This is an optimization exercise on Yosys and OpenROAD, whose aim is small area and few clock cycles per item, not a production implementation. The RTL was checked by simulation tests, not by an equivalence proof against the original design.

==> run a: inputs <==
Design cordic_pipe, start of the top module:
module cordic_pipe #(
    parameter int unsigned DATA_WIDTH  = 16,
    parameter int unsigned ANGLE_WIDTH = 32,
    parameter int unsigned ITERATIONS  = 16,
    parameter int unsigned GUARD_BITS  = 2,
    parameter int unsigned TAG_WIDTH   = 8
) (
    input  logic                    i_clk,
    input  logic                    i_resetn,
    input  logic                    i_valid,
    output logic                    o_inReady,
    input  logic                    i_mode,
    input  logic [DATA_WIDTH-1:0]   i_xIn,
    input  logic [DATA_WIDTH-1:0]   i_yIn,
    input  logic [ANGLE_WIDTH-1:0]  i_angle,
    input  logic [TAG_WIDTH-1:0]    i_tag,
    output logic                    o_valid,
    input  logic                    i_outReady,
    output logic [DATA_WIDTH+1:0]   o_xOut,
    output logic [DATA_WIDTH+1:0]   o_yOut,
    output logic [ANGLE_WIDTH-1:0]  o_zOut,
    output logic [TAG_WIDTH-1:0]    o_tag,
    output logic                    o_mode
);
make LEC_CHECK=0 CAP_MARGIN=20 CORE_MARGIN=2 CORE_UTILIZATION=40 SLEW_MARGIN=20 finish   # period 5.0 ns
run.sh (not shown) runs the stock make flow with config.mk's settings and CLKGATE_MAP_FILE= SYNTH_SCRIPT=/design/flow/synth_recipe.tcl, a recipe that flattens the netlist after the stock synthesis.
==> inputs of run b, as changes to run a <==
--- a/flow/config.mk
+++ b/flow/config.mk
@@ -9,3 +9,6 @@
 export CORE_MARGIN = 2
-export CORE_UTILIZATION = 40
+export CORE_UTILIZATION = 65
+export CTS_BUF_LIST = sky130_fd_sc_hd__clkbuf_4 sky130_fd_sc_hd__clkbuf_8
+export GPL_ROUTABILITY_DRIVEN = 0
+export GPL_TIMING_DRIVEN = 0
 export SLEW_MARGIN = 20
==> inputs of run c, as changes to run a <==
--- a/flow/config.mk
+++ b/flow/config.mk
@@ -9,3 +9,3 @@
 export CORE_MARGIN = 2
-export CORE_UTILIZATION = 40
+export CORE_UTILIZATION = 60
 export SLEW_MARGIN = 20
==> comparison table <==
metric	run b	run c	run a
Achievable clock frequency	206.9 MHz	208.9 MHz	209.1 MHz
CLK BUF	292	180	179
Routed wire length on met2	89850 um	87580 um	87860 um
Source of the worst hold timing path	t_q[8][5]$_DFFE_PP_	t_q[10][7]$_DFFE_PP_	t_q[14][6]$_DFFE_PP_
Final HPWL DP	121100 um	126500 um	128200 um
Core footprint	130000 sq um	141400 sq um	212100 sq um
Post-DR vias/cell	5.641	5.504	4.917
Status	timing/DRC/antenna clean	timing/DRC/antenna clean	timing/DRC/antenna clean
Critical path buffers and inverters	3	6	6
Number of post-CTS setup repair buffers	21	0	0
Total wire length	162200 um	163800 um	162400 um
Worst reg2reg setup slack	0.20 ns	0.31 ns	0.35 ns
Resize count post-CTS	107	0	1
Endpoint of the worst register-to-register path	x_q[14][17]$_DFFE_PP_	z_q[16][31]$_DFFE_PP_	y_q[8][17]$_DFFE_PP_
Testbench counts of run a, summed over its fixed seeds: cycles 8,128, items 8,000.
Testbench counts of run b, summed over its fixed seeds: cycles 8,128, items 8,000.
Testbench counts of run c, summed over its fixed seeds: cycles 8,128, items 8,000.


==> inputs of run P <==
cordic_pipe again, from the RTL that the note above started with.
clock: 5.0 ns
lec_check: 0
cap_margin: 20
core_margin: 2
core_utilization: 75
cts_buf_list: sky130_fd_sc_hd__clkbuf_4 sky130_fd_sc_hd__clkbuf_8
cts_cluster_size: 30
slew_margin: 20
==> inputs of run E, as changes to run P <==
Settings changed: CORE_UTILIZATION 75 to 65, CTS_BUF_LIST sky130_fd_sc_hd__clkbuf_4 sky130_fd_sc_hd__clkbuf_8 to sky130_fd_sc_hd__clkbuf_16, CTS_CLUSTER_DIAMETER from default to 120, CTS_CLUSTER_SIZE 30 to 22, GPL_ROUTABILITY_DRIVEN from default to 0, GPL_TIMING_DRIVEN from default to 0.
==> inputs of run F, as changes to run P <==
Settings changed: CORE_UTILIZATION 75 to 60, CTS_CLUSTER_SIZE 30 to default.
==> inputs of run G, as changes to run P <==
Settings changed: CORE_UTILIZATION 75 to 65, CTS_BUF_LIST sky130_fd_sc_hd__clkbuf_4 sky130_fd_sc_hd__clkbuf_8 to sky130_fd_sc_hd__clkbuf_16, CTS_CLUSTER_DIAMETER from default to 150, GPL_ROUTABILITY_DRIVEN from default to 0, GPL_TIMING_DRIVEN from default to 0.
==> qor summary <==
| item | run E | run P | run F | run G |
|---|---|---|---|---|
| Deepest level of the CTS H-tree | 3 | 4 | 4 | 2 |
| Crit-path max FO | 10 | 4 | 3 | 6 |
| Inverters | 660 | 650 | 650 | 660 |
| Critical Path End | x_q[1][16] | x_q[1][16] | x_q[1][16] | x_q[1][18] |
| Synthesis-to-layout area growth | 8.584% | 11.26% | 12.52% | 7.829% |
| Run status | complete, no violations | complete, no violations | complete, no violations | complete, no violations |
| Port Buffer Count | 140 | 155 | 155 | 140 |
| Hold path startpoint | t_q[15][6] | t_q[14][4] | t_q[4][1] | t_q[4][6] |
| Initial DRC count | 2422 | 3436 | 2261 | 2307 |
| Largest net degree at the start of global routing | 158 | 176 | 178 | 158 |
| Post-Route Utilization | 71.33% | 84.34% | 67.95% | 70.84% |
| Final Cycle Share | 96.89% | 96.86% | 94.69% | 97.71% |
| Area fraction of clock buffers and clock inverters | 2.039% | 4.148% | 4.481% | 1.417% |
| Required time of the critical path | 5550 ps | 5760 ps | 5790 ps | 5430 ps |
| Vias after detailed routing | 53560 | 57140 | 54650 | 53280 |
Testbench counts of run P, summed over its fixed seeds: cycles 8,128, items 8,000.
Testbench counts of run E, summed over its fixed seeds: cycles 8,128, items 8,000.
Testbench counts of run F, summed over its fixed seeds: cycles 8,128, items 8,000.
Testbench counts of run G, summed over its fixed seeds: cycles 8,128, items 8,000.

-- what the ideal ports hide --
Ports are ideal in the flow. The routed layouts listed here were re-timed in OpenROAD. Step 1 assumes that a clkbuf_16 drives the clock port and a buf_2 every other input. Step 2 also shifts input and output timing later by t, the mid clock arrival at the registers, as if the neighbouring blocks saw the same clock. Three values: no drivers, after step 1, after step 2; two values: the first two.
run	shift t [ns]	setup WS [ns]	worst setup path at the end	slew at the worst register clock pin (ns)
run a	0.883	0.218 / 0.281 / -0.602	input to register	0.07 / 0.07
run b	0.985	0.167 / 0.160 / -0.764	input to register	0.07 / 0.07
run c	0.849	0.214 / 0.272 / -0.577	input to register	0.07 / 0.07
run P	0.971	0.157 / 0.208 / -0.763	input to register	0.08 / 0.08
run E	0.758	0.156 / 0.180 / -0.545	input to register	0.10 / 0.10
run F	0.995	0.266 / 0.317 / -0.678	input to register	0.07 / 0.07
run G	0.754	0.115 / 0.159 / -0.596	input to register	0.12 / 0.12
With both steps, setup timing fails in every run listed, where it was met with ideal ports. The setup slack of run F, which loses most, moves by +0.051 ns with the drivers and by -0.944 ns with both steps.
